Context: an optimization exercise on an open-source flow, tuned for small area, a short achievable clock period and few clock cycles per item. The choices shown serve that exercise and are no tape-out recipe.
At most, simulation tests tie the RTL to the original design; equivalence was not proved.
Only the layout flow was run in run 1; the RTL was not checked for function there.
Power figures rest on the tool's default switching activity, not on a simulated workload.

==> flow/design.v (outline; a module is shown in full before it is edited, if it fits) <==
// module rsti_front: 54 lines
// module rsti_back: 131 lines
// module rsti_mac_lo: 1299 lines
// module rsti_mac_hi: 1333 lines
// module radix_string_to_integer_unit: 63 lines
module radix_string_to_integer_unit (
    input  logic                              i_clk,
    input  logic                              i_rst_n,
    input  logic                              i_valid,
    output logic                              o_ready,
    input  logic [7:0]                        i_ch,
    input  logic                              i_first,
    output logic                              o_valid,
    input  logic                              i_ready,
    output logic signed [rsti_pkg::VAL_W-1:0] o_value,
    input  logic                              i_cfg_we,
    input  logic [1:0]                        i_cfg_idx,
    input  logic [rsti_pkg::VAL_W-1:0]        i_cfg_data
);
  // ...
==> flow/run.sh <==
#!/bin/bash
# synth_recipe.tcl (not shown) runs the flow's synth.tcl, then flattens the netlist and writes it again
# the make line also repeats each setting of config.mk as NAME=value (left out here)
make -C /OpenROAD-flow-scripts/flow DESIGN_CONFIG=/design/flow/config.mk WORK_HOME=/design/flow/orfs CLKGATE_MAP_FILE= SYNTH_SCRIPT=/design/flow/synth_recipe.tcl finish
==> flow/config.mk <==
export PLATFORM = sky130hd
export DESIGN_NAME = radix_string_to_integer_unit
export DESIGN_NICKNAME = radix_string_to_integer_unit
export VERILOG_FILES = /design/flow/design.v
export SDC_FILE = /design/flow/constraint.sdc
export NUM_CORES = 4
export LEC_CHECK = 0
export CAP_MARGIN = 20
export CORE_MARGIN = 2
export CORE_UTILIZATION = 40
export PLACE_DENSITY = 0.6
export SETUP_SLACK_MARGIN = 2.5
export SLEW_MARGIN = 20
==> flow/constraint.sdc <==
create_clock -name core_clock -period 6.5 [get_ports {i_clk}]
set_input_delay 1.3000 -clock core_clock [delete_from_list [all_inputs] [get_ports {i_clk}]]
set_output_delay 1.3000 -clock core_clock [all_outputs]
set_load 0.01 [all_outputs]
==> flow_metrics.py, run 1 <==
metrics = {
    "setup_path": {
        "critical-path-top-delay-family": "adder cells",
        "cp_num_buf_inv": 3,
        "reg2reg_slack_ns": 1.41,
        "crit_path_max_fanout": 7,
    },
    "sta": {
        "hold_viol": 0,
    },
    "power_and_ir_drop": {
        "sw_frac_of_total": 0.3753,
        "powerComb_uw": 3550,
    },
    "final_layout": {
        "multi_input_area_sq_um": 15100,
        "final-clk-cell-share": 0.03410,
        "final_common_cell": "nand2_1",
    },
    "detailed_routing": {
        "vias": 16990,
        "drtAntennaViolNets": 0,
        "wl_met3_um": 3089,
    },
    "grt": {
        "grt_max_degree": 90,
        "antenna_found_initial": 0,
        "grt_pass1_wl_um": 95340,
    },
    "yosys": {
        "synth_mux_area_frac": 0.005826,
        "synthesis.instances": 2346,
        "synth_compound_area_frac": 0.1078,
        "synth_adder_area_share": 0.2651,
    },
    "clock_tree": {
        "cts_tree": "yes",
        "h-tree-depth": 1,
    },
    "die": {
        "num_io_pins": 146,
        "dieWidth_um": 231.0,
    },
    "status": {
        "outcome": "finished clean",
    },
    "placed_design": {
        "dp_cells": 3075,
    },
}
==> inputs of run 2 (changes only) <==
--- a/flow/design.v
+++ b/flow/design.v
@@ -616,254 +616,16 @@
     logic t382;
     logic t383;
     logic t384;
     logic t385;
     logic t386;
     logic t387;
     logic t388;
     logic t389;
-    logic t390;
-    logic t391;
-    logic t392;
-    logic t393;
-    logic t394;
-    logic t395;
-    logic t396;
-    logic t397;
-    logic t398;
-    logic t399;
-    logic t400;
-    logic t401;
-    logic t402;
-    logic t403;
-    logic t404;
-    logic t405;
-    logic t406;
-    logic t407;
-    logic t408;
-    logic t409;
-    logic t410;
-    logic t411;
-    logic t412;
-    logic t413;
-    logic t414;
-    logic t415;
-    logic t416;
-    logic t417;
-    logic t418;
-    logic t419;
-    logic t420;
-    logic t421;
-    logic t422;
-    logic t423;
-    logic t424;
-    logic t425;
-    logic t426;
-    logic t427;
-    logic t428;
-    logic t429;
-    logic t430;
-    logic t431;
-    logic t432;
-    logic t433;
-    logic t434;
-    logic t435;
-    logic t436;
-    logic t437;
-    logic t438;
-    logic t439;
-    logic t440;
-    logic t441;
-    logic t442;
-    logic t443;
-    logic t444;
-    logic t445;
-    logic t446;
-    logic t447;
-    logic t448;
-    logic t449;
-    logic t450;
-    logic t451;
-    logic t452;
-    logic t453;
-    logic t454;
-    logic t455;
-    logic t456;
-    logic t457;
-    logic t458;
-    logic t459;
-    logic t460;
-    logic t461;
-    logic t462;
-    logic t463;
-    logic t464;
-    logic t465;
-    logic t466;
-    logic t467;
-    logic t468;
-    logic t469;
-    logic t470;
-    logic t471;
-    logic t472;
-    logic t473;
-    logic t474;
-    logic t475;
-    logic t476;
-    logic t477;
-    logic t478;
-    logic t479;
-    logic t480;
-    logic t481;
-    logic t482;
-    logic t483;
-    logic t484;
-    logic t485;
-    logic t486;
-    logic t487;
-    logic t488;
-    logic t489;
-    logic t490;
-    logic t491;
-    logic t492;
-    logic t493;
-    logic t494;
-    logic t495;
-    logic t496;
-    logic t497;
-    logic t498;
-    logic t499;
-    logic t500;
-    logic t501;
-    logic t502;
-    logic t503;
-    logic t504;
-    logic t505;
-    logic t506;
-    logic t507;
-    logic t508;
-    logic t509;
-    logic t510;
-    logic t511;
-    logic t512;
-    logic t513;
-    logic t514;
-    logic t515;
-    logic t516;
-    logic t517;
-    logic t518;
-    logic t519;
-    logic t520;
-    logic t521;
-    logic t522;
-    logic t523;
-    logic t524;
-    logic t525;
-    logic t526;
-    logic t527;
-    logic t528;
-    logic t529;
-    logic t530;
-    logic t531;
-    logic t532;
-    logic t533;
-    logic t534;
-    logic t535;
-    logic t536;
-    logic t537;
-    logic t538;
-    logic t539;
-    logic t540;
-    logic t541;
-    logic t542;
-    logic t543;
-    logic t544;
-    logic t545;
-    logic t546;
-    logic t547;
-    logic t548;
-    logic t549;
-    logic t550;
-    logic t551;
-    logic t552;
-    logic t553;
-    logic t554;
-    logic t555;
-    logic t556;
-    logic t557;
-    logic t558;
-    logic t559;
-    logic t560;
-    logic t561;
-    logic t562;
-    logic t563;
-    logic t564;
-    logic t565;
-    logic t566;
-    logic t567;
-    logic t568;
-    logic t569;
-    logic t570;
-    logic t571;
-    logic t572;
-    logic t573;
-    logic t574;
-    logic t575;
-    logic t576;
-    logic t577;
-    logic t578;
-    logic t579;
-    logic t580;
-    logic t581;
-    logic t582;
-    logic t583;
-    logic t584;
-    logic t585;
-    logic t586;
-    logic t587;
-    logic t588;
-    logic t589;
-    logic t590;
-    logic t591;
-    logic t592;
-    logic t593;
-    logic t594;
-    logic t595;
-    logic t596;
-    logic t597;
-    logic t598;
-    logic t599;
-    logic t600;
-    logic t601;
-    logic t602;
-    logic t603;
-    logic t604;
-    logic t605;
-    logic t606;
-    logic t607;
-    logic t608;
-    logic t609;
-    logic t610;
-    logic t611;
-    logic t612;
-    logic t613;
-    logic t614;
-    logic t615;
-    logic t616;
-    logic t617;
-    logic t618;
-    logic t619;
-    logic t620;
-    logic t621;
-    logic t622;
-    logic t623;
-    logic t624;
-    logic t625;
-    logic t626;
-    logic t627;
     assign t0 = i_v[0] & i_r[0];
     assign t1 = i_v[1] & i_r[0];
     assign t2 = i_v[2] & i_r[0];
     assign t3 = i_v[3] & i_r[0];
     assign t4 = i_v[4] & i_r[0];
     assign t5 = i_v[5] & i_r[0];
     assign t6 = i_v[6] & i_r[0];
     assign t7 = i_v[7] & i_r[0];
@@ -1244,289 +1006,17 @@
     assign t382 = t317 ^ t318 ^ t258;
     assign t383 = (t317 & t318) | (t317 & t258) | (t318 & t258);
     assign t384 = t319 ^ t320 ^ t146;
     assign t385 = (t319 & t320) | (t319 & t146) | (t320 & t146);
     assign t386 = t321 ^ t322 ^ t147;
     assign t387 = (t321 & t322) | (t321 & t147) | (t322 & t147);
     assign t388 = t323 ^ t119 ^ t148;
     assign t389 = (t323 & t119) | (t323 & t148) | (t119 & t148);
-    assign t390 = t324 & i_e[0];
-    assign t391 = t324 ^ i_e[0];
-    assign t392 = t325 & t326;
-    assign t393 = t325 ^ t326;
-    assign t394 = t327 & t328;
-    assign t395 = t327 ^ t328;
-    assign t396 = t329 & t330;
-    assign t397 = t329 ^ t330;
-    assign t398 = t331 & t332;
-    assign t399 = t331 ^ t332;
-    assign t400 = t333 & t334;
-    assign t401 = t333 ^ t334;
-    assign t402 = t335 & t336;
-    assign t403 = t335 ^ t336;
-    assign t404 = t337 & t338;
-    assign t405 = t337 ^ t338;
-    assign t406 = t339 & t340;
-    assign t407 = t339 ^ t340;
-    assign t408 = t341 & t342;
-    assign t409 = t341 ^ t342;
-    assign t410 = t343 & t344;
-    assign t411 = t343 ^ t344;
-    assign t412 = t345 & t346;
-    assign t413 = t345 ^ t346;
-    assign t414 = t347 & t348;
-    assign t415 = t347 ^ t348;
-    assign t416 = t349 & t350;
-    assign t417 = t349 ^ t350;
-    assign t418 = t351 & t352;
-    assign t419 = t351 ^ t352;
-    assign t420 = t353 & t354;
-    assign t421 = t353 ^ t354;
-    assign t422 = t355 & t356;
-    assign t423 = t355 ^ t356;
-    assign t424 = t357 & t358;
-    assign t425 = t357 ^ t358;
-    assign t426 = t359 & t360;
-    assign t427 = t359 ^ t360;
-    assign t428 = t361 & t362;
-    assign t429 = t361 ^ t362;
-    assign t430 = t363 & t364;
-    assign t431 = t363 ^ t364;
-    assign t432 = t365 & t366;
-    assign t433 = t365 ^ t366;
-    assign t434 = t367 & t368;
-    assign t435 = t367 ^ t368;
-    assign t436 = t369 & t370;
-    assign t437 = t369 ^ t370;
-    assign t438 = t371 & t372;
-    assign t439 = t371 ^ t372;
-    assign t440 = t373 & t374;
-    assign t441 = t373 ^ t374;
-    assign t442 = t375 & t376;
-    assign t443 = t375 ^ t376;
-    assign t444 = t377 & t378;
-    assign t445 = t377 ^ t378;
-    assign t446 = t379 & t380;
-    assign t447 = t379 ^ t380;
-    assign t448 = t381 & t382;
-    assign t449 = t381 ^ t382;
-    assign t450 = t383 & t384;
-    assign t451 = t383 ^ t384;
-    assign t452 = t385 & t386;
-    assign t453 = t385 ^ t386;
-    assign t454 = t387 & t388;
-    assign t455 = t387 ^ t388;
-    assign t456 = t389 & t149;
-    assign t457 = t389 ^ t149;
-    assign t458 = t392 | (t393 & t390);
-    assign t459 = t396 | (t397 & t394);
-    assign t460 = t397 & t395;
-    assign t461 = t400 | (t401 & t398);
-    assign t462 = t401 & t399;
-    assign t463 = t404 | (t405 & t402);
-    assign t464 = t405 & t403;
-    assign t465 = t408 | (t409 & t406);
-    assign t466 = t409 & t407;
-    assign t467 = t412 | (t413 & t410);
-    assign t468 = t413 & t411;
-    assign t469 = t416 | (t417 & t414);
-    assign t470 = t417 & t415;
-    assign t471 = t420 | (t421 & t418);
-    assign t472 = t421 & t419;
-    assign t473 = t424 | (t425 & t422);
-    assign t474 = t425 & t423;
-    assign t475 = t428 | (t429 & t426);
-    assign t476 = t429 & t427;
-    assign t477 = t432 | (t433 & t430);
-    assign t478 = t433 & t431;
-    assign t479 = t436 | (t437 & t434);
-    assign t480 = t437 & t435;
-    assign t481 = t440 | (t441 & t438);
-    assign t482 = t441 & t439;
-    assign t483 = t444 | (t445 & t442);
-    assign t484 = t445 & t443;
-    assign t485 = t448 | (t449 & t446);
-    assign t486 = t449 & t447;
-    assign t487 = t452 | (t453 & t450);
-    assign t488 = t453 & t451;
-    assign t489 = t456 | (t457 & t454);
-    assign t490 = t457 & t455;
-    assign t491 = t394 | (t395 & t458);
-    assign t492 = t459 | (t460 & t458);
-    assign t493 = t402 | (t403 & t461);
-    assign t494 = t403 & t462;
-    assign t495 = t463 | (t464 & t461);
-    assign t496 = t464 & t462;
-    assign t497 = t410 | (t411 & t465);
-    assign t498 = t411 & t466;
-    assign t499 = t467 | (t468 & t465);
-    assign t500 = t468 & t466;
-    assign t501 = t418 | (t419 & t469);
-    assign t502 = t419 & t470;
-    assign t503 = t471 | (t472 & t469);
-    assign t504 = t472 & t470;
-    assign t505 = t426 | (t427 & t473);
-    assign t506 = t427 & t474;
-    assign t507 = t475 | (t476 & t473);
-    assign t508 = t476 & t474;
-    assign t509 = t434 | (t435 & t477);
-    assign t510 = t435 & t478;
-    assign t511 = t479 | (t480 & t477);
-    assign t512 = t480 & t478;
-    assign t513 = t442 | (t443 & t481);
-    assign t514 = t443 & t482;
-    assign t515 = t483 | (t484 & t481);
-    assign t516 = t484 & t482;
-    assign t517 = t450 | (t451 & t485);
-    assign t518 = t451 & t486;
-    assign t519 = t487 | (t488 & t485);
-    assign t520 = t488 & t486;
-    assign t521 = 1'b0 | (1'b0 & t489);
-    assign t522 = 1'b0 & t490;
-    assign t523 = t398 | (t399 & t492);
-    assign t524 = t461 | (t462 & t492);
-    assign t525 = t493 | (t494 & t492);
-    assign t526 = t495 | (t496 & t492);
-    assign t527 = t414 | (t415 & t499);
-    assign t528 = t415 & t500;
-    assign t529 = t469 | (t470 & t499);
-    assign t530 = t470 & t500;
-    assign t531 = t501 | (t502 & t499);
-    assign t532 = t502 & t500;
-    assign t533 = t503 | (t504 & t499);
-    assign t534 = t504 & t500;
-    assign t535 = t430 | (t431 & t507);
-    assign t536 = t431 & t508;
-    assign t537 = t477 | (t478 & t507);
-    assign t538 = t478 & t508;
-    assign t539 = t509 | (t510 & t507);
-    assign t540 = t510 & t508;
-    assign t541 = t511 | (t512 & t507);
-    assign t542 = t512 & t508;
-    assign t543 = t446 | (t447 & t515);
-    assign t544 = t447 & t516;
-    assign t545 = t485 | (t486 & t515);
-    assign t546 = t486 & t516;
-    assign t547 = t517 | (t518 & t515);
-    assign t548 = t518 & t516;
-    assign t549 = t519 | (t520 & t515);
-    assign t550 = t520 & t516;
-    assign t551 = t406 | (t407 & t526);
-    assign t552 = t465 | (t466 & t526);
-    assign t553 = t497 | (t498 & t526);
-    assign t554 = t499 | (t500 & t526);
-    assign t555 = t527 | (t528 & t526);
-    assign t556 = t529 | (t530 & t526);
-    assign t557 = t531 | (t532 & t526);
-    assign t558 = t533 | (t534 & t526);
-    assign t559 = t438 | (t439 & t541);
-    assign t560 = t439 & t542;
-    assign t561 = t481 | (t482 & t541);
-    assign t562 = t482 & t542;
-    assign t563 = t513 | (t514 & t541);
-    assign t564 = t514 & t542;
-    assign t565 = t515 | (t516 & t541);
-    assign t566 = t516 & t542;
-    assign t567 = t543 | (t544 & t541);
-    assign t568 = t544 & t542;
-    assign t569 = t545 | (t546 & t541);
-    assign t570 = t546 & t542;
-    assign t571 = t547 | (t548 & t541);
-    assign t572 = t548 & t542;
-    assign t573 = t549 | (t550 & t541);
-    assign t574 = t550 & t542;
-    assign t575 = t422 | (t423 & t558);
-    assign t576 = t473 | (t474 & t558);
-    assign t577 = t505 | (t506 & t558);
-    assign t578 = t507 | (t508 & t558);
-    assign t579 = t535 | (t536 & t558);
-    assign t580 = t537 | (t538 & t558);
-    assign t581 = t539 | (t540 & t558);
-    assign t582 = t541 | (t542 & t558);
-    assign t583 = t559 | (t560 & t558);
-    assign t584 = t561 | (t562 & t558);
-    assign t585 = t563 | (t564 & t558);
-    assign t586 = t565 | (t566 & t558);
-    assign t587 = t567 | (t568 & t558);
-    assign t588 = t569 | (t570 & t558);
-    assign t589 = t571 | (t572 & t558);
-    assign t590 = t573 | (t574 & t558);
-    assign t591 = t454 | (t455 & t590);
-    assign t592 = t489 | (t490 & t590);
-    assign t593 = t521 | (t522 & t590);
-    assign t594 = t393 ^ t390;
-    assign t595 = t395 ^ t458;
-    assign t596 = t397 ^ t491;
-    assign t597 = t399 ^ t492;
-    assign t598 = t401 ^ t523;
-    assign t599 = t403 ^ t524;
-    assign t600 = t405 ^ t525;
-    assign t601 = t407 ^ t526;
-    assign t602 = t409 ^ t551;
-    assign t603 = t411 ^ t552;
-    assign t604 = t413 ^ t553;
-    assign t605 = t415 ^ t554;
-    assign t606 = t417 ^ t555;
-    assign t607 = t419 ^ t556;
-    assign t608 = t421 ^ t557;
-    assign t609 = t423 ^ t558;
-    assign t610 = t425 ^ t575;
-    assign t611 = t427 ^ t576;
-    assign t612 = t429 ^ t577;
-    assign t613 = t431 ^ t578;
-    assign t614 = t433 ^ t579;
-    assign t615 = t435 ^ t580;
-    assign t616 = t437 ^ t581;
-    assign t617 = t439 ^ t582;
-    assign t618 = t441 ^ t583;
-    assign t619 = t443 ^ t584;
-    assign t620 = t445 ^ t585;
-    assign t621 = t447 ^ t586;
-    assign t622 = t449 ^ t587;
-    assign t623 = t451 ^ t588;
-    assign t624 = t453 ^ t589;
-    assign t625 = t455 ^ t590;
-    assign t626 = t457 ^ t591;
-    assign t627 = 1'b0 ^ t592;
-    assign o_y[0] = t391;
-    assign o_y[1] = t594;
-    assign o_y[2] = t595;
-    assign o_y[3] = t596;
-    assign o_y[4] = t597;
-    assign o_y[5] = t598;
-    assign o_y[6] = t599;
-    assign o_y[7] = t600;
-    assign o_y[8] = t601;
-    assign o_y[9] = t602;
-    assign o_y[10] = t603;
-    assign o_y[11] = t604;
-    assign o_y[12] = t605;
-    assign o_y[13] = t606;
-    assign o_y[14] = t607;
-    assign o_y[15] = t608;
-    assign o_y[16] = t609;
-    assign o_y[17] = t610;
-    assign o_y[18] = t611;
-    assign o_y[19] = t612;
-    assign o_y[20] = t613;
-    assign o_y[21] = t614;
-    assign o_y[22] = t615;
-    assign o_y[23] = t616;
-    assign o_y[24] = t617;
-    assign o_y[25] = t618;
-    assign o_y[26] = t619;
-    assign o_y[27] = t620;
-    assign o_y[28] = t621;
-    assign o_y[29] = t622;
-    assign o_y[30] = t623;
-    assign o_y[31] = t624;
-    assign o_y[32] = t625;
-    assign o_y[33] = t626;
-    assign o_y[34] = t627;
+    assign o_y = {1'b0 , t389 , t387 , t385 , t383 , t381 , t379 , t377 , t375 , t373 , t371 , t369 , t367 , t365 , t363 , t361 , t359 , t357 , t355 , t353 , t351 , t349 , t347 , t345 , t343 , t341 , t339 , t337 , t335 , t333 , t331 , t329 , t327 , t325 , t324} + {1'b0 , t149 , t388 , t386 , t384 , t382 , t380 , t378 , t376 , t374 , t372 , t370 , t368 , t366 , t364 , t362 , t360 , t358 , t356 , t354 , t352 , t350 , t348 , t346 , t344 , t342 , t340 , t338 , t336 , t334 , t332 , t330 , t328 , t326 , i_e[0]};
 endmodule
 module rsti_mac_hi (
     input  logic [33:0] i_v,
     input  logic [4:0] i_r,
     input  logic [4:0] i_c,
     output logic [33:0] o_y
 );
     logic t0;
@@ -1936,250 +1426,16 @@
     logic t404;
     logic t405;
     logic t406;
     logic t407;
     logic t408;
     logic t409;
     logic t410;
     logic t411;
-    logic t412;
-    logic t413;
-    logic t414;
-    logic t415;
-    logic t416;
-    logic t417;
-    logic t418;
-    logic t419;
-    logic t420;
-    logic t421;
-    logic t422;
-    logic t423;
-    logic t424;
-    logic t425;
-    logic t426;
-    logic t427;
-    logic t428;
-    logic t429;
-    logic t430;
-    logic t431;
-    logic t432;
-    logic t433;
-    logic t434;
-    logic t435;
-    logic t436;
-    logic t437;
-    logic t438;
-    logic t439;
-    logic t440;
-    logic t441;
-    logic t442;
-    logic t443;
-    logic t444;
-    logic t445;
-    logic t446;
-    logic t447;
-    logic t448;
-    logic t449;
-    logic t450;
-    logic t451;
-    logic t452;
-    logic t453;
-    logic t454;
-    logic t455;
-    logic t456;
-    logic t457;
-    logic t458;
-    logic t459;
-    logic t460;
-    logic t461;
-    logic t462;
-    logic t463;
-    logic t464;
-    logic t465;
-    logic t466;
-    logic t467;
-    logic t468;
-    logic t469;
-    logic t470;
-    logic t471;
-    logic t472;
-    logic t473;
-    logic t474;
-    logic t475;
-    logic t476;
-    logic t477;
-    logic t478;
-    logic t479;
-    logic t480;
-    logic t481;
-    logic t482;
-    logic t483;
-    logic t484;
-    logic t485;
-    logic t486;
-    logic t487;
-    logic t488;
-    logic t489;
-    logic t490;
-    logic t491;
-    logic t492;
-    logic t493;
-    logic t494;
-    logic t495;
-    logic t496;
-    logic t497;
-    logic t498;
-    logic t499;
-    logic t500;
-    logic t501;
-    logic t502;
-    logic t503;
-    logic t504;
-    logic t505;
-    logic t506;
-    logic t507;
-    logic t508;
-    logic t509;
-    logic t510;
-    logic t511;
-    logic t512;
-    logic t513;
-    logic t514;
-    logic t515;
-    logic t516;
-    logic t517;
-    logic t518;
-    logic t519;
-    logic t520;
-    logic t521;
-    logic t522;
-    logic t523;
-    logic t524;
-    logic t525;
-    logic t526;
-    logic t527;
-    logic t528;
-    logic t529;
-    logic t530;
-    logic t531;
-    logic t532;
-    logic t533;
-    logic t534;
-    logic t535;
-    logic t536;
-    logic t537;
-    logic t538;
-    logic t539;
-    logic t540;
-    logic t541;
-    logic t542;
-    logic t543;
-    logic t544;
-    logic t545;
-    logic t546;
-    logic t547;
-    logic t548;
-    logic t549;
-    logic t550;
-    logic t551;
-    logic t552;
-    logic t553;
-    logic t554;
-    logic t555;
-    logic t556;
-    logic t557;
-    logic t558;
-    logic t559;
-    logic t560;
-    logic t561;
-    logic t562;
-    logic t563;
-    logic t564;
-    logic t565;
-    logic t566;
-    logic t567;
-    logic t568;
-    logic t569;
-    logic t570;
-    logic t571;
-    logic t572;
-    logic t573;
-    logic t574;
-    logic t575;
-    logic t576;
-    logic t577;
-    logic t578;
-    logic t579;
-    logic t580;
-    logic t581;
-    logic t582;
-    logic t583;
-    logic t584;
-    logic t585;
-    logic t586;
-    logic t587;
-    logic t588;
-    logic t589;
-    logic t590;
-    logic t591;
-    logic t592;
-    logic t593;
-    logic t594;
-    logic t595;
-    logic t596;
-    logic t597;
-    logic t598;
-    logic t599;
-    logic t600;
-    logic t601;
-    logic t602;
-    logic t603;
-    logic t604;
-    logic t605;
-    logic t606;
-    logic t607;
-    logic t608;
-    logic t609;
-    logic t610;
-    logic t611;
-    logic t612;
-    logic t613;
-    logic t614;
-    logic t615;
-    logic t616;
-    logic t617;
-    logic t618;
-    logic t619;
-    logic t620;
-    logic t621;
-    logic t622;
-    logic t623;
-    logic t624;
-    logic t625;
-    logic t626;
-    logic t627;
-    logic t628;
-    logic t629;
-    logic t630;
-    logic t631;
-    logic t632;
-    logic t633;
-    logic t634;
-    logic t635;
-    logic t636;
-    logic t637;
-    logic t638;
-    logic t639;
-    logic t640;
-    logic t641;
-    logic t642;
-    logic t643;
-    logic t644;
-    logic t645;
     assign t0 = i_v[0] & i_r[0];
     assign t1 = i_v[1] & i_r[0];
     assign t2 = i_v[2] & i_r[0];
     assign t3 = i_v[3] & i_r[0];
     assign t4 = i_v[4] & i_r[0];
     assign t5 = i_v[5] & i_r[0];
     assign t6 = i_v[6] & i_r[0];
     assign t7 = i_v[7] & i_r[0];
@@ -2582,284 +1838,17 @@
     assign t404 = t337 ^ t338 ^ t268;
     assign t405 = (t337 & t338) | (t337 & t268) | (t338 & t268);
     assign t406 = t339 ^ t340 ^ t272;
     assign t407 = (t339 & t340) | (t339 & t272) | (t340 & t272);
     assign t408 = t341 ^ t342 ^ t276;
     assign t409 = (t341 & t342) | (t341 & t276) | (t342 & t276);
     assign t410 = t343 ^ t344 ^ t280;
     assign t411 = (t343 & t344) | (t343 & t280) | (t344 & t280);
-    assign t412 = t0 & i_c[0];
-    assign t413 = t0 ^ i_c[0];
-    assign t414 = t346 & i_c[1];
-    assign t415 = t346 ^ i_c[1];
-    assign t416 = t347 & t348;
-    assign t417 = t347 ^ t348;
-    assign t418 = t349 & t350;
-    assign t419 = t349 ^ t350;
-    assign t420 = t351 & t352;
-    assign t421 = t351 ^ t352;
-    assign t422 = t353 & t354;
-    assign t423 = t353 ^ t354;
-    assign t424 = t355 & t356;
-    assign t425 = t355 ^ t356;
-    assign t426 = t357 & t358;
-    assign t427 = t357 ^ t358;
-    assign t428 = t359 & t360;
-    assign t429 = t359 ^ t360;
-    assign t430 = t361 & t362;
-    assign t431 = t361 ^ t362;
-    assign t432 = t363 & t364;
-    assign t433 = t363 ^ t364;
-    assign t434 = t365 & t366;
-    assign t435 = t365 ^ t366;
-    assign t436 = t367 & t368;
-    assign t437 = t367 ^ t368;
-    assign t438 = t369 & t370;
-    assign t439 = t369 ^ t370;
-    assign t440 = t371 & t372;
-    assign t441 = t371 ^ t372;
-    assign t442 = t373 & t374;
-    assign t443 = t373 ^ t374;
-    assign t444 = t375 & t376;
-    assign t445 = t375 ^ t376;
-    assign t446 = t377 & t378;
-    assign t447 = t377 ^ t378;
-    assign t448 = t379 & t380;
-    assign t449 = t379 ^ t380;
-    assign t450 = t381 & t382;
-    assign t451 = t381 ^ t382;
-    assign t452 = t383 & t384;
-    assign t453 = t383 ^ t384;
-    assign t454 = t385 & t386;
-    assign t455 = t385 ^ t386;
-    assign t456 = t387 & t388;
-    assign t457 = t387 ^ t388;
-    assign t458 = t389 & t390;
-    assign t459 = t389 ^ t390;
-    assign t460 = t391 & t392;
-    assign t461 = t391 ^ t392;
-    assign t462 = t393 & t394;
-    assign t463 = t393 ^ t394;
-    assign t464 = t395 & t396;
-    assign t465 = t395 ^ t396;
-    assign t466 = t397 & t398;
-    assign t467 = t397 ^ t398;
-    assign t468 = t399 & t400;
-    assign t469 = t399 ^ t400;
-    assign t470 = t401 & t402;
-    assign t471 = t401 ^ t402;
-    assign t472 = t403 & t404;
-    assign t473 = t403 ^ t404;
-    assign t474 = t405 & t406;
-    assign t475 = t405 ^ t406;
-    assign t476 = t407 & t408;
-    assign t477 = t407 ^ t408;
-    assign t478 = t409 & t410;
-    assign t479 = t409 ^ t410;
-    assign t480 = t414 | (t415 & t412);
-    assign t481 = t418 | (t419 & t416);
-    assign t482 = t419 & t417;
-    assign t483 = t422 | (t423 & t420);
-    assign t484 = t423 & t421;
-    assign t485 = t426 | (t427 & t424);
-    assign t486 = t427 & t425;
-    assign t487 = t430 | (t431 & t428);
-    assign t488 = t431 & t429;
-    assign t489 = t434 | (t435 & t432);
-    assign t490 = t435 & t433;
-    assign t491 = t438 | (t439 & t436);
-    assign t492 = t439 & t437;
-    assign t493 = t442 | (t443 & t440);
-    assign t494 = t443 & t441;
-    assign t495 = t446 | (t447 & t444);
-    assign t496 = t447 & t445;
-    assign t497 = t450 | (t451 & t448);
-    assign t498 = t451 & t449;
-    assign t499 = t454 | (t455 & t452);
-    assign t500 = t455 & t453;
-    assign t501 = t458 | (t459 & t456);
-    assign t502 = t459 & t457;
-    assign t503 = t462 | (t463 & t460);
-    assign t504 = t463 & t461;
-    assign t505 = t466 | (t467 & t464);
-    assign t506 = t467 & t465;
-    assign t507 = t470 | (t471 & t468);
-    assign t508 = t471 & t469;
-    assign t509 = t474 | (t475 & t472);
-    assign t510 = t475 & t473;
-    assign t511 = t478 | (t479 & t476);
-    assign t512 = t479 & t477;
-    assign t513 = t416 | (t417 & t480);
-    assign t514 = t481 | (t482 & t480);
-    assign t515 = t424 | (t425 & t483);
-    assign t516 = t425 & t484;
-    assign t517 = t485 | (t486 & t483);
-    assign t518 = t486 & t484;
-    assign t519 = t432 | (t433 & t487);
-    assign t520 = t433 & t488;
-    assign t521 = t489 | (t490 & t487);
-    assign t522 = t490 & t488;
-    assign t523 = t440 | (t441 & t491);
-    assign t524 = t441 & t492;
-    assign t525 = t493 | (t494 & t491);
-    assign t526 = t494 & t492;
-    assign t527 = t448 | (t449 & t495);
-    assign t528 = t449 & t496;
-    assign t529 = t497 | (t498 & t495);
-    assign t530 = t498 & t496;
-    assign t531 = t456 | (t457 & t499);
-    assign t532 = t457 & t500;
-    assign t533 = t501 | (t502 & t499);
-    assign t534 = t502 & t500;
-    assign t535 = t464 | (t465 & t503);
-    assign t536 = t465 & t504;
-    assign t537 = t505 | (t506 & t503);
-    assign t538 = t506 & t504;
-    assign t539 = t472 | (t473 & t507);
-    assign t540 = t473 & t508;
-    assign t541 = t509 | (t510 & t507);
-    assign t542 = t510 & t508;
-    assign t543 = t420 | (t421 & t514);
-    assign t544 = t483 | (t484 & t514);
-    assign t545 = t515 | (t516 & t514);
-    assign t546 = t517 | (t518 & t514);
-    assign t547 = t436 | (t437 & t521);
-    assign t548 = t437 & t522;
-    assign t549 = t491 | (t492 & t521);
-    assign t550 = t492 & t522;
-    assign t551 = t523 | (t524 & t521);
-    assign t552 = t524 & t522;
-    assign t553 = t525 | (t526 & t521);
-    assign t554 = t526 & t522;
-    assign t555 = t452 | (t453 & t529);
-    assign t556 = t453 & t530;
-    assign t557 = t499 | (t500 & t529);
-    assign t558 = t500 & t530;
-    assign t559 = t531 | (t532 & t529);
-    assign t560 = t532 & t530;
-    assign t561 = t533 | (t534 & t529);
-    assign t562 = t534 & t530;
-    assign t563 = t468 | (t469 & t537);
-    assign t564 = t469 & t538;
-    assign t565 = t507 | (t508 & t537);
-    assign t566 = t508 & t538;
-    assign t567 = t539 | (t540 & t537);
-    assign t568 = t540 & t538;
-    assign t569 = t541 | (t542 & t537);
-    assign t570 = t542 & t538;
-    assign t571 = t428 | (t429 & t546);
-    assign t572 = t487 | (t488 & t546);
-    assign t573 = t519 | (t520 & t546);
-    assign t574 = t521 | (t522 & t546);
-    assign t575 = t547 | (t548 & t546);
-    assign t576 = t549 | (t550 & t546);
-    assign t577 = t551 | (t552 & t546);
-    assign t578 = t553 | (t554 & t546);
-    assign t579 = t460 | (t461 & t561);
-    assign t580 = t461 & t562;
-    assign t581 = t503 | (t504 & t561);
-    assign t582 = t504 & t562;
-    assign t583 = t535 | (t536 & t561);
-    assign t584 = t536 & t562;
-    assign t585 = t537 | (t538 & t561);
-    assign t586 = t538 & t562;
-    assign t587 = t563 | (t564 & t561);
-    assign t588 = t564 & t562;
-    assign t589 = t565 | (t566 & t561);
-    assign t590 = t566 & t562;
-    assign t591 = t567 | (t568 & t561);
-    assign t592 = t568 & t562;
-    assign t593 = t569 | (t570 & t561);
-    assign t594 = t570 & t562;
-    assign t595 = t444 | (t445 & t578);
-    assign t596 = t495 | (t496 & t578);
-    assign t597 = t527 | (t528 & t578);
-    assign t598 = t529 | (t530 & t578);
-    assign t599 = t555 | (t556 & t578);
-    assign t600 = t557 | (t558 & t578);
-    assign t601 = t559 | (t560 & t578);
-    assign t602 = t561 | (t562 & t578);
-    assign t603 = t579 | (t580 & t578);
-    assign t604 = t581 | (t582 & t578);
-    assign t605 = t583 | (t584 & t578);
-    assign t606 = t585 | (t586 & t578);
-    assign t607 = t587 | (t588 & t578);
-    assign t608 = t589 | (t590 & t578);
-    assign t609 = t591 | (t592 & t578);
-    assign t610 = t593 | (t594 & t578);
-    assign t611 = t476 | (t477 & t610);
-    assign t612 = t511 | (t512 & t610);
-    assign t613 = t415 ^ t412;
-    assign t614 = t417 ^ t480;
-    assign t615 = t419 ^ t513;
-    assign t616 = t421 ^ t514;
-    assign t617 = t423 ^ t543;
-    assign t618 = t425 ^ t544;
-    assign t619 = t427 ^ t545;
-    assign t620 = t429 ^ t546;
-    assign t621 = t431 ^ t571;
-    assign t622 = t433 ^ t572;
-    assign t623 = t435 ^ t573;
-    assign t624 = t437 ^ t574;
-    assign t625 = t439 ^ t575;
-    assign t626 = t441 ^ t576;
-    assign t627 = t443 ^ t577;
-    assign t628 = t445 ^ t578;
-    assign t629 = t447 ^ t595;
-    assign t630 = t449 ^ t596;
-    assign t631 = t451 ^ t597;
-    assign t632 = t453 ^ t598;
-    assign t633 = t455 ^ t599;
-    assign t634 = t457 ^ t600;
-    assign t635 = t459 ^ t601;
-    assign t636 = t461 ^ t602;
-    assign t637 = t463 ^ t603;
-    assign t638 = t465 ^ t604;
-    assign t639 = t467 ^ t605;
-    assign t640 = t469 ^ t606;
-    assign t641 = t471 ^ t607;
-    assign t642 = t473 ^ t608;
-    assign t643 = t475 ^ t609;
-    assign t644 = t477 ^ t610;
-    assign t645 = t479 ^ t611;
-    assign o_y[0] = t413;
-    assign o_y[1] = t613;
-    assign o_y[2] = t614;
-    assign o_y[3] = t615;
-    assign o_y[4] = t616;
-    assign o_y[5] = t617;
-    assign o_y[6] = t618;
-    assign o_y[7] = t619;
-    assign o_y[8] = t620;
-    assign o_y[9] = t621;
-    assign o_y[10] = t622;
-    assign o_y[11] = t623;
-    assign o_y[12] = t624;
-    assign o_y[13] = t625;
-    assign o_y[14] = t626;
-    assign o_y[15] = t627;
-    assign o_y[16] = t628;
-    assign o_y[17] = t629;
-    assign o_y[18] = t630;
-    assign o_y[19] = t631;
-    assign o_y[20] = t632;
-    assign o_y[21] = t633;
-    assign o_y[22] = t634;
-    assign o_y[23] = t635;
-    assign o_y[24] = t636;
-    assign o_y[25] = t637;
-    assign o_y[26] = t638;
-    assign o_y[27] = t639;
-    assign o_y[28] = t640;
-    assign o_y[29] = t641;
-    assign o_y[30] = t642;
-    assign o_y[31] = t643;
-    assign o_y[32] = t644;
-    assign o_y[33] = t645;
+    assign o_y = {t409 , t407 , t405 , t403 , t401 , t399 , t397 , t395 , t393 , t391 , t389 , t387 , t385 , t383 , t381 , t379 , t377 , t375 , t373 , t371 , t369 , t367 , t365 , t363 , t361 , t359 , t357 , t355 , t353 , t351 , t349 , t347 , t346 , t0} + {t410 , t408 , t406 , t404 , t402 , t400 , t398 , t396 , t394 , t392 , t390 , t388 , t386 , t384 , t382 , t380 , t378 , t376 , t374 , t372 , t370 , t368 , t366 , t364 , t362 , t360 , t358 , t356 , t354 , t352 , t350 , t348 , i_c[1] , i_c[0]};
 endmodule
 module radix_string_to_integer_unit (
     input  logic                              i_clk,
     input  logic                              i_rst_n,
     input  logic                              i_valid,
     output logic                              o_ready,
     input  logic [7:0]                        i_ch,
     input  logic                              i_first,
--- a/flow/config.mk
+++ b/flow/config.mk
@@ -4,10 +4,10 @@
 export VERILOG_FILES = /design/flow/design.v
 export SDC_FILE = /design/flow/constraint.sdc
 export NUM_CORES = 4
 export LEC_CHECK = 0
 export CAP_MARGIN = 20
 export CORE_MARGIN = 2
 export CORE_UTILIZATION = 40
 export PLACE_DENSITY = 0.6
-export SETUP_SLACK_MARGIN = 2.5
+export SETUP_SLACK_MARGIN = 3.5
 export SLEW_MARGIN = 20
==> run 2 against run 1 <==
Effect of this change: critical path depth shrank 2; via count grew 7.9%; sequential cell count is the same; sequential power is essentially flat; combinational power grew 15%; register-to-register slack gained 0.54 ns; critical path type unchanged.
==> flow_metrics.py, run 2 <==
metrics = {
    "yosys": {
        "synth.top_cells.by_count": "396 x nand2_1, 247 x and2_1, 185 x inv_1, 183 x fa_1, 162 x xor2_1",
        "synth_edf_count": 78,
        "yosysUniqueCellTypes": 68,
        "synthesis.instances": 2425,
        "synth_area_per_cell_sq_um": 8.746,
        "ys_seq_area_frac": 0.2482,
        "async_flop_share": 0,
        "synth_seq_cells": 224,
        "yosysMostFrequentCell": "nand2_1",
        "yosys_warnings": 3,
        "syn_nets": 2819,
        "syn-cell-area_sq_um": 21210,
        "synth_area_leader_cell": "fa_1",
        "netlist_top_cells_area": "fa_1 17%, dfxtp_1 14%, edfxtp_1 11%",
        "synth_top_area_frac": 0.1727,
        "synthFlopType": "dfxtp_1",
    },
    "sta": {
        "slew_violations": 0,
        "finalSetupViolations": 0,
        "finalSetupTns_ns": 0,
        "worst_pin_slew_ns": 0.9460,
        "skew_ns": 0.01326,
        "relSlewSlack": 0.3645,
        "period_needed_ns": 4.546,
        "fmax_ghz": 0.2200,
        "rsz0062_at_grt": "true",
        "hold_viol": 0,
        "finalCritPeriodShare": 0.6994,
    },
    "setup_path": {
        "cp-end-kind": "flop",
        "cp.required_ns": 6.80,
        "slowest_stage": "fa_2",
        "crit_path_max_fanout": 7,
        "worstPathArrival_ns": 4.85,
        "crit_path_start_kind": "flop",
        "reg2reg_slack_ns": 1.95,
        "path_class": "reg -> reg",
        "critical-path-top-delay-family": "adder cells",
        "path_depth": 18,
        "cp_slowest_stage_delay_ns": 0.51,
        "cp_cell_sequence": "buf_12 > buf_16 > buf_12 > and2_1 > fa_1 > fa_1 > fa_2 > ha_4 > a21o_1 > a21o_1 > a21o_1 > a31oi_4 > o21ai_2 > a221o_1 > buf_4 > a21oi_2 > xor2_1 > o21ai_1",
        "worst_path_most_repeated_cell": "a21o_1",
        "cp_num_buf_inv": 4,
        "r2r_cells": 18,
    },
    "die": {
        "num_io_pins": 146,
        "std_cell_rows": 84,
        "dieWidth_um": 234.3,
        "core_area_sq_um": 52450,
        "fp.dieH_um": 234.3,
        "start_util": 0.4044,
        "design.die.area_sq_um": 54880,
    },
    "final_layout": {
        "area_growth_pct": 30.00,
        "final_common_cell": "nand2_1",
        "layout_common_cells": "378 x nand2_1, 233 x and2_1, 175 x fa_1, 166 x inv_1, 156 x xor2_1",
        "fill_cells": 4675,
        "instances_no_fill": 3376,
        "drive_above_1_share": 0.2069,
        "reg_top3": "r_digits_high x64, r_digits_low x64, u_back.r_hi x34",
        "layout.nets": 3059,
    },
    "detailed_routing": {
        "drt_iter0_markers": 1043,
        "vias": 18330,
        "viasPerCell": 5.429,
        "drc": 0,
        "wl_per_cell_um": 19.83,
        "drtAntennaViolNets": 0,
        "drt-total-wl_um": 66950,
        "drt_pass1_iterations": 5,
    },
    "grt": {
        "grt_pass1_vias": 18500,
        "gr-total-overflow": 0,
        "grt_usage": 0.2347,
        "grt_max_degree": 75,
        "grt_pass1_wl_um": 101800,
        "antenna_found_initial": 0,
    },
    "clock_tree": {
        "cts_tree": "yes",
        "cts.sink_count": 224,
        "clkTransAtPathRegs_ns": 0.06,
        "h-tree-depth": 1,
        "cts_buffer_depth": 3,
        "clk_latency_ns": 0.57,
        "numCtsBuffers": 28,
        "clock-root-buffer": "clkbuf_16",
    },
    "power_and_ir_drop": {
        "vdd_drop_max_mv": 0.1953,
        "p_leak_uw": 0.01184,
        "power_density_nw_per_um2": 273.1,
    },
    "hold_path": {
        "hp-class": "reg -> reg",
        "whs_path_depth": 2,
    },
    "placed_design": {
        "globalplace.congestion": 0.8363,
        "io_buffer_count": 145,
        "dp_cells": 3157,
        "dpl.hpwl_um": 42040,
    },
    "status": {
        "outcome": "finished clean",
    },
    "flow_run": {
        "drv_cap": 0,
    },
}
[run 2: cell types whose count changed in the layout (fill, tap and decap cells not counted), moves of 11 or more]
cell,delta
a21o_1,+11
and2_1,+66
buf_6,+24
nand2_1,-73
fa_2,-12
a21oi_1,+15
inv_2,+11
inv_1,-46
o21ai_1,+18
buf_4,+23
clkdlybuf4s50_1,-74
buf_2,+52
[run 2: routing by layer]
layer | GRT usage | wire length [um] | up-vias
met5 | 0 | 0 | -
met4 | 0.08129 | 2415 | 0
met3 | 0.02517 | 3078 | 134
li1 | - | - | 8514
met2 | 0.4064 | 33290 | 522
met1 | 0.3038 | 28160 | 9158
[run 2: path summary, 6_finish.rpt]
path | startpoint | to
setup / recovery | r_radix[0]$_SDFFE_PN0P_ | u_back.r_hi[17]$_DFFE_PP_
hold / removal | r_digits_high[2]$_SDFFE_PN0P_ | r_digits_high[2]$_SDFFE_PN0P_
setup reg to reg | r_radix[0]$_SDFFE_PN0P_ | u_back.r_hi[17]$_DFFE_PP_
hold reg to reg | r_digits_high[2]$_SDFFE_PN0P_ | r_digits_high[2]$_SDFFE_PN0P_
[run 2: cell type report]
class	instances	area (sq um)	area share
multi-input cells	1891	16290	0.5909
flip-flops and latches	224	5288	0.1918
repair buffers	335	3470	0.1258
clock buffers	41	874.6	0.03172
well taps	688	860.8	0.03122
inverters	185	700.7	0.02541
clock inverters	11	83.83	0.003040
diodes	1	2.502	0.00009076
[run 2: stage by stage]
step / worst slack, ns / total power, uW / hold slack, ns / instance area (sq um) / util
global placement: 1.338 / 4915 / 0.4679 / 23630 / 0.4506
floorplan: 2.160 / 4138 / 0.4510 / 21700 / -
CTS: 1.991 / 7093 / 0.4907 / 26440 / 0.5041
detailed placement: 1.161 / 4967 / 0.4801 / 23630 / 0.4506
finish: 1.954 / 7529 / 0.4907 / 27570 / 0.5257
global route: 1.820 / 8015 / 0.5041 / 27570 / 0.5257
[run 2: what timing repair did]
item / in CTS / in global routing
hold buffers: 0 / 0
gates cloned: 8 / 11
pin swaps: 102 / 116
gates resized for setup: 426 / 248
setup buffers: 91 / 56
setup endpoints to repair: 209 / 171
[run 2: worst min-delay path, cell delays in order, from the launching register on]
cell	delay, ns
dfxtp_1	0.32
nand2_1	0.06
a21boi_0	0.06
[run 2: power by group]
part / total, uW / switching [uW] / leakage [uW] / internal, uW
sequential: 1820 / 155 / 0.00194 / 1670
clock: 1620 / 653 / 0.000479 / 969
combinational: 4080 / 2090 / 0.00942 / 1990
total: 7530 / 2900 / 0.0118 / 4630
[run 2: cell families (layout without fill, tap and decap cells)]
| family | after synthesis | after routing | share of synthesized area |
|---|---|---|---|
| buffers and inverters | 311 | 572 | 0.05581 |
| other | 0 | 1 | 0 |
| adders and majority gates | 314 | 314 | 0.2500 |
| and+or+nand+nor | 916 | 917 | 0.2143 |
| muxes | 10 | 10 | 0.004720 |
| xor gates and xnor gates | 246 | 246 | 0.1016 |
| DFF | 224 | 224 | 0.2482 |
| AOI/OAI and AO/OA | 404 | 404 | 0.1254 |
Testbench counts of run 2, summed over its fixed seeds: cycles 18,815, items 18,783.
==> inputs of run 3 (changes only) <==
--- a/flow/config.mk
+++ b/flow/config.mk
@@ -9,5 +9,5 @@
 export CORE_MARGIN = 2
 export CORE_UTILIZATION = 40
 export PLACE_DENSITY = 0.6
-export SETUP_SLACK_MARGIN = 3.5
+export SETUP_SLACK_MARGIN = 2.0
 export SLEW_MARGIN = 20
==> run 3 against run 2 <==
Effect of this change: highest routed layer is now met5; synthesized cell count is the same; maximum frequency grew 0.11%; clock power shrank 9%; synthesized area is the same; sequential cell count is the same; final cell count shrank 3.1%; hold slack lost 0.0054 ns; sequential power is essentially flat; first-iteration DRC count shrank 13%; combinational power shrank 14%.
==> flow_metrics.py, run 3 <==
metrics = {
    "status": {
        "outcome": "finished clean",
    },
    "clock_tree": {
        "cts_buffer_depth": 3,
        "cts_tree": "yes",
        "clk_latency_ns": 0.57,
        "clock-root-buffer": "clkbuf_16",
        "clkTransAtPathRegs_ns": 0.06,
        "hold_buffers": 0,
        "numCtsBuffers": 27,
        "cts.sink_count": 224,
        "h-tree-depth": 1,
    },
    "grt": {
        "grt_usage": 0.2154,
        "grt_pass1_vias": 17590,
        "grt_max_degree": 99,
        "gr-total-overflow": 0,
        "antenna_found_initial": 2,
        "grt_pass1_wl_um": 94270,
    },
    "sta": {
        "rsz0062_at_grt": "true",
        "finalSetupTns_ns": 0,
        "finalCritPeriodShare": 0.6986,
        "finalSetupViolations": 0,
        "period_needed_ns": 4.541,
        "worst_pin_slew_ns": 0.8841,
        "hold_viol": 0,
        "skew_ns": 0.009880,
        "fmax_ghz": 0.2202,
        "relSlewSlack": 0.4106,
        "slew_violations": 0,
    },
    "yosys": {
        "async_flop_share": 0,
        "synthSimpleGateAreaFrac": 0.2143,
        "synth_adder_area_share": 0.2500,
        "syn-cell-area_sq_um": 21210,
        "synth_area_per_cell_sq_um": 8.746,
        "synth_top_area_frac": 0.1727,
        "synth_compound_area_frac": 0.1254,
        "synth_edf_count": 78,
        "netlist_top_cells_area": "fa_1 17%, dfxtp_1 14%, edfxtp_1 11%",
        "synth-xor-area-share": 0.1016,
        "synth_seq_cells": 224,
        "yosys_warnings": 3,
        "syn_nets": 2819,
        "ys_seq_area_frac": 0.2482,
        "yosysUniqueCellTypes": 68,
        "synthesis.instances": 2425,
        "synth_mux_area_frac": 0.004719,
        "synth_top_family_by_area": "adder cells",
        "synthFlopType": "dfxtp_1",
        "yosysMostFrequentCell": "nand2_1",
        "synth_area_leader_cell": "fa_1",
        "synth.top_cells.by_count": "396 x nand2_1, 247 x and2_1, 185 x inv_1, 183 x fa_1, 162 x xor2_1",
    },
    "detailed_routing": {
        "drt-total-wl_um": 59080,
        "drt_pass1_iterations": 5,
        "drtAntennaViolNets": 0,
        "vias": 17500,
        "wl_per_cell_um": 18.06,
        "drc": 0,
        "drt_iter0_markers": 903,
        "viasPerCell": 5.349,
    },
    "placed_design": {
        "dpl.hpwl_um": 41660,
        "io_buffer_count": 145,
        "placed_cell_area_sq_um": 23270,
        "dp_cells": 3157,
        "globalplace.congestion": 0.8678,
    },
    "final_layout": {
        "area_growth_pct": 20.41,
        "reg_top3": "r_digits_high x64, r_digits_low x64, u_back.r_hi x34",
        "final_common_cell": "nand2_1",
        "fill_cells": 4969,
        "fin_area_sq_um": 25540,
        "layout.nets": 2955,
        "drive_above_1_share": 0.1034,
        "instances_no_fill": 3271,
        "layout_common_cells": "392 x nand2_1, 245 x and2_1, 179 x inv_1, 176 x fa_1, 162 x xor2_1",
    },
    "hold_path": {
        "worstHoldEndpoint": "r_digits_high[13]$_SDFFE_PN1P_",
        "hp-class": "reg -> reg",
        "whs_path_depth": 2,
        "hold_path_startpoint": "r_digits_high[13]$_SDFFE_PN1P_",
    },
    "die": {
        "start_util": 0.4044,
        "num_io_pins": 146,
        "fp.dieH_um": 234.3,
        "std_cell_rows": 84,
        "dieWidth_um": 234.3,
        "design.die.area_sq_um": 54880,
        "core_area_sq_um": 52450,
    },
    "setup_path": {
        "r2r_cells": 16,
        "worstPathArrival_ns": 4.86,
        "crit_path_max_fanout": 33,
        "cp-end-kind": "flop",
        "reg2reg_to": "u_back.r_carry[4]$_DFFE_PP_",
        "crit_path_start_kind": "flop",
        "cp.required_ns": 6.82,
        "reg2reg_from": "r_radix[1]$_SDFFE_PN1P_",
        "reg2reg_slack_ns": 1.96,
        "path_class": "reg -> reg",
    },
    "power_and_ir_drop": {
        "p_leak_uw": 0.01086,
        "power_density_nw_per_um2": 265.7,
        "vdd_drop_max_mv": 0.1772,
    },
    "flow_run": {
        "drv_cap": 0,
    },
}
run 3: layout make-up:
| class | count | area (sq um) | share of cell area |
|---|---|---|---|
| Clock buffer | 35 | 745.7 | 0.02920 |
| Inverter | 185 | 694.4 | 0.02719 |
| Tap cell | 688 | 860.8 | 0.03371 |
| Clock inverter | 15 | 113.9 | 0.004459 |
| Timing Repair Buffer | 233 | 2355 | 0.09221 |
| Antenna cell | 1 | 2.502 | 0.00009799 |
| Sequential cell | 224 | 5288 | 0.2071 |
| Multi-Input combinational cell | 1890 | 15480 | 0.6061 |
run 3: how the worst max path moves through the flow:
stage / from / to / cells past startpoint
2_1_floorplan: r_radix[0]$_SDFFE_PN0P_ / u_back.r_hi[21]$_DFFE_PP_ / 17
3_3_place_gp: r_radix[1]$_SDFFE_PN1P_ / u_back.r_carry[3]$_DFFE_PP_ / 20
3_5_place_dp: r_radix[1]$_SDFFE_PN1P_ / u_back.r_carry[3]$_DFFE_PP_ / 20
4_1_cts: r_radix[0]$_SDFFE_PN0P_ / u_back.r_carry[3]$_DFFE_PP_ / 17
5_1_grt: r_radix[1]$_SDFFE_PN1P_ / u_back.r_carry[3]$_DFFE_PP_ / 18
6_report: r_radix[1]$_SDFFE_PN1P_ / u_back.r_carry[4]$_DFFE_PP_ / 16
run 3: critical path, stage by stage (launching register included):
cell and delay [ns]:
dfxtp_4 0.37, buf_4 0.15, buf_12 0.16, and2_1 0.17, fa_1 0.53, fa_1 0.46, fa_1 0.54, ha_2 0.33
a21oi_4 0.19, a31oi_1 0.10, o221a_2 0.28, nor3_1 0.21, o41ai_2 0.13, a21oi_2 0.22, o21a_1 0.19, o2bb2ai_2 0.14
o21ai_1 0.10
run 3: cell families after synthesis:
logic type | after synthesis
flops | 224
fa+ha+maj | 314
simple gates | 916
xor+xnor | 246
buf+inv | 311
mux | 10
compound gates | 404
run 3: per-stage QoR:
stage,setup slack [ns],util,hold WS [ns],total power [uW]
floorplan,2.006,-,0.4510,3967
global placement,1.314,0.4435,0.4641,4744
detailed placement,1.131,0.4436,0.4759,4799
CTS,1.891,0.4711,0.4846,6471
global route,1.826,0.4869,0.5138,7261
finish,1.959,0.4869,0.4854,6784
run 3: power breakdown:
group | internal, uW | switching, uW
combinational | 1640 | 1840
sequential | 1670 | 146
clock | 849 | 633
total | 4160 | 2620
run 3: timing repair:
item	CTS	global route
buffers inserted	30	32
endpoints found under the hold margin	0	0
pin swaps	10	75
gates resized for setup	52	124
setup endpoints to repair	47	39
cloned	0	1
run 3: layer usage:
layer	global-route usage	part of all wire	vias to the layer above
li1	-	-	8300
met1	0.2786	0.43	8622
met2	0.3765	0.49	459
met3	0.02809	0.048	111
met4	0.05973	0.029	4
met5	0	0.00046	-
==> inputs of run 4 (changes only) <==
--- a/flow/config.mk
+++ b/flow/config.mk
@@ -9,5 +9,5 @@
 export CORE_MARGIN = 2
 export CORE_UTILIZATION = 40
 export PLACE_DENSITY = 0.6
-export SETUP_SLACK_MARGIN = 2.0
+export SETUP_SLACK_MARGIN = 2.5
 export SLEW_MARGIN = 20
==> run 4 against run 3 <==
Effect of this change: first-iteration DRC count is 8.7% lower; synthesized cell count stayed put; sequential cell count stayed put; sequential share of layout area is 0.79 points lower; highest routed layer unchanged; power is 8.0% higher; largest power group unchanged; clock power is 3% higher; critical endpoint is now u_back.r_hi[30]$_DFFE_PP_.
==> flow_metrics.py, run 4 <==
metrics = {
    "grt": {
        "grt_pass1_wl_um": 99130,
        "grt_usage": 0.2267,
        "grt_pass1_vias": 18360,
        "grt_max_degree": 100,
        "antenna_found_initial": 3,
        "gr-total-overflow": 0,
    },
    "setup_path": {
        "cp.required_ns": 6.78,
        "cp-end-kind": "flop",
        "worstPathArrival_ns": 4.79,
        "worst_path_most_repeated_cell": "a21o_1",
        "reg2reg_slack_ns": 1.98,
        "crit_path_start_kind": "flop",
        "r2r_cells": 18,
        "reg2reg_from": "r_radix[0]$_SDFFE_PN0P_",
        "path_class": "reg -> reg",
        "critical-path-top-delay-family": "adder cells",
        "crit_path_max_fanout": 6,
        "cp_num_buf_inv": 4,
        "cp_slowest_stage_delay_ns": 0.57,
        "reg2reg_to": "u_back.r_hi[30]$_DFFE_PP_",
        "cp_cell_sequence": "buf_12 > buf_12 > buf_4 > nand2_1 > fa_2 > inv_1 > fa_2 > fa_2 > ha_4 > a21o_1 > a21o_1 > a21o_1 > a31o_2 > a21o_1 > o21ai_2 > a21oi_2 > o21ai_1 > o311ai_1",
        "slowest_stage": "fa_2",
    },
    "final_layout": {
        "layout.nets": 3000,
        "layout_common_cells": "386 x nand2_1, 234 x and2_1, 178 x inv_1, 167 x fa_1, 162 x xor2_1",
        "area_growth_pct": 25.20,
        "fill_cells": 4765,
        "final_common_cell": "nand2_1",
        "fin_area_sq_um": 26550,
        "reg_top3": "r_digits_high x64, r_digits_low x64, u_back.r_hi x34",
        "drive_above_1_share": 0.1436,
    },
    "die": {
        "design.die.area_sq_um": 54880,
        "start_util": 0.4044,
        "num_io_pins": 146,
        "dieWidth_um": 234.3,
        "core_area_sq_um": 52450,
        "std_cell_rows": 84,
        "fp.dieH_um": 234.3,
    },
    "status": {
        "outcome": "finished clean",
    },
    "detailed_routing": {
        "wl_met3_um": 2480,
        "met1_length_um": 26810,
        "wl_met2_um": 30630,
        "drt_iter0_markers": 824,
        "drt_pass1_iterations": 5,
        "drc": 0,
        "drt-total-wl_um": 61930,
        "viasPerCell": 5.356,
        "highest_layer": "met5",
        "vias": 17750,
        "drtAntennaViolNets": 0,
        "wl_per_cell_um": 18.68,
    },
    "flow_run": {
        "drv_cap": 0,
    },
    "hold_path": {
        "whs_path_depth": 2,
        "worstHoldEndpoint": "r_digits_high[45]$_SDFFE_PN0P_",
        "hp-class": "reg -> reg",
        "hold_path_startpoint": "r_digits_high[45]$_SDFFE_PN0P_",
    },
    "sta": {
        "rsz0062_at_grt": "true",
        "worst_pin_slew_ns": 1.090,
        "finalSetupViolations": 0,
        "finalSetupTns_ns": 0,
        "finalCritPeriodShare": 0.6946,
        "slew_violations": 0,
        "hold_viol": 0,
        "period_needed_ns": 4.515,
        "relSlewSlack": 0.2707,
        "fmax_ghz": 0.2215,
        "skew_ns": 0.02105,
    },
    "yosys": {
        "yosysUniqueCellTypes": 68,
        "synth_edf_count": 78,
        "syn_nets": 2819,
        "netlist_top_cells_area": "fa_1 17%, dfxtp_1 14%, edfxtp_1 11%",
        "synth_area_leader_cell": "fa_1",
        "synthFlopType": "dfxtp_1",
        "async_flop_share": 0,
        "synth_top_area_frac": 0.1727,
        "synth.top_cells.by_count": "396 x nand2_1, 247 x and2_1, 185 x inv_1, 183 x fa_1, 162 x xor2_1",
        "synth_seq_cells": 224,
        "yosys_warnings": 3,
        "yosysMostFrequentCell": "nand2_1",
        "synthesis.instances": 2425,
        "syn-cell-area_sq_um": 21210,
        "synth_area_per_cell_sq_um": 8.746,
        "ys_seq_area_frac": 0.2482,
    },
    "clock_tree": {
        "h-tree-depth": 1,
        "cts_buffer_depth": 3,
        "numCtsBuffers": 28,
        "cts_tree": "yes",
        "clkTransAtPathRegs_ns": 0.06,
        "clock-root-buffer": "clkbuf_16",
        "clk_latency_ns": 0.58,
        "cts.sink_count": 224,
    },
    "power_and_ir_drop": {
        "p_leak_uw": 0.01124,
        "power_density_nw_per_um2": 276.0,
        "vdd_drop_max_mv": 0.1986,
    },
    "placed_design": {
        "placed_cell_area_sq_um": 23560,
        "io_buffer_count": 145,
        "dpl.hpwl_um": 41650,
        "globalplace.congestion": 0.8477,
    },
}
## run 4: cell counts after synthesis
No cell type changed its count.
## run 4: report_power, final
| part | internal, uW | switching (uW) |
|---|---|---|
| logic | 1950 | 2030 |
| clock network | 888 | 629 |
| registers | 1670 | 159 |
## run 4: cell type report
type,count,area (sq um),share of cell area
Antenna cell,1,2.502,0.00009424
Clock buffer,47,852.1,0.03209
Clock inverter,3,42.54,0.001602
Inverter,185,696.9,0.02625
Multi-Input combinational cell,1890,15970,0.6016
Sequential cell,224,5288,0.1991
Tap cell,688,860.8,0.03242
Timing Repair Buffer,277,2836,0.1068
## run 4: per-layer routing
layer / vias up / GRT usage
met2: 429 / 0.3947
met3: 109 / 0.02748
li1: 8387 / -
met4: 2 / 0.07160
met1: 8827 / 0.2922
met5: - / 0
## run 4: worst max path at each step
stage                       startpoint                          end  slack (ns)  cells past startpoint
6_report       r_radix[0]$_SDFFE_PN0P_    u_back.r_hi[30]$_DFFE_PP_        1.98                     18
5_1_grt        r_radix[0]$_SDFFE_PN0P_    u_back.r_hi[30]$_DFFE_PP_        1.83                     18
3_3_place_gp   r_radix[2]$_SDFFE_PN0P_  u_back.r_carry[2]$_DFFE_PP_        1.46                     15
2_1_floorplan  r_radix[0]$_SDFFE_PN0P_    u_back.r_hi[21]$_DFFE_PP_        2.16                     17
3_5_place_dp   r_radix[1]$_SDFFE_PN1P_  u_back.r_carry[3]$_DFFE_PP_        1.33                     20
4_1_cts        r_radix[0]$_SDFFE_PN0P_    u_back.r_hi[30]$_DFFE_PP_        2.00                     16
## run 4: logic make-up (layout without fill, tap and decap cells)
kind of cell | count (synthesis) | count (layout) | synth area share
buffers and inverters | 311 | 512 | 0.05581
muxes | 10 | 10 | 0.004720
DFF | 224 | 224 | 0.2482
and+or+nand+nor | 916 | 916 | 0.2143
xor gates and xnor gates | 246 | 246 | 0.1016
AOI/OAI and AO/OA | 404 | 404 | 0.1254
other | 0 | 1 | 0
adders and majority gates | 314 | 314 | 0.2500
## run 4: tightest hold or removal path, delay by kind of cell (launching register included)
family / cells / cell delay [ns]
flops: 1 / 0.32
compound gates: 1 / 0.06
simple gates: 1 / 0.05
## run 4: repair_timing
item,4_1_cts,5_1_grt
setup endpoints to repair,97,56
gates resized for setup,148,89
pin swaps,67,91
hold buffers,0,0
buffers inserted,63,36
gates cloned,6,2
## run 4: through the flow
step / hold slack, ns / worst slack (ns) / utilization / instances / power (uW)
global route: 0.5121 / 1.833 / 0.5063 / 3315 / 7823
finish: 0.4788 / 1.985 / 0.5063 / 3315 / 7328
global placement: 0.4675 / 1.459 / 0.4492 / 3157 / 4905
detailed placement: 0.4737 / 1.329 / 0.4492 / 3157 / 4965
CTS: 0.4818 / 2.000 / 0.4922 / 3276 / 6977
floorplan: 0.4510 / 2.160 / - / 2425 / 4122

## afterwards: timing with drivers on the ports
No port has a modelled driver above. Below, the same layouts with a new extraction and two added sets of constraints.
Step 1 assumes that a clkbuf_16 drives the clock port and a buf_2 every other input.
Step 2 times the ports against the registers' clock, not the clock port: input delays grow and output delays shrink by t, the midpoint of the rising clock arrivals with the driver on.
Three values: ideal, step 1, step 2; two values: the first two.
run	t, ns	slack for setup (ns)	hold WS [ns]	worst setup path after step 2	pins driven straight from the clock port
run 1	0.639	1.415 / 1.415 / 1.415	0.478 / 0.478 / 0.478	register to register	1
run 2	0.615	1.954 / 1.954 / 1.954	0.491 / 0.491 / 0.491	register to register	1
run 3	0.614	1.959 / 1.959 / 1.937	0.485 / 0.485 / 0.485	input to register	1
run 4	0.616	1.985 / 1.985 / 1.985	0.479 / 0.479 / 0.479	register to register	1
After both steps every run listed still meets setup and hold. For run 3, which loses most, drivers alone change the setup slack by 0.000 ns; drivers and shift together by -0.022 ns.
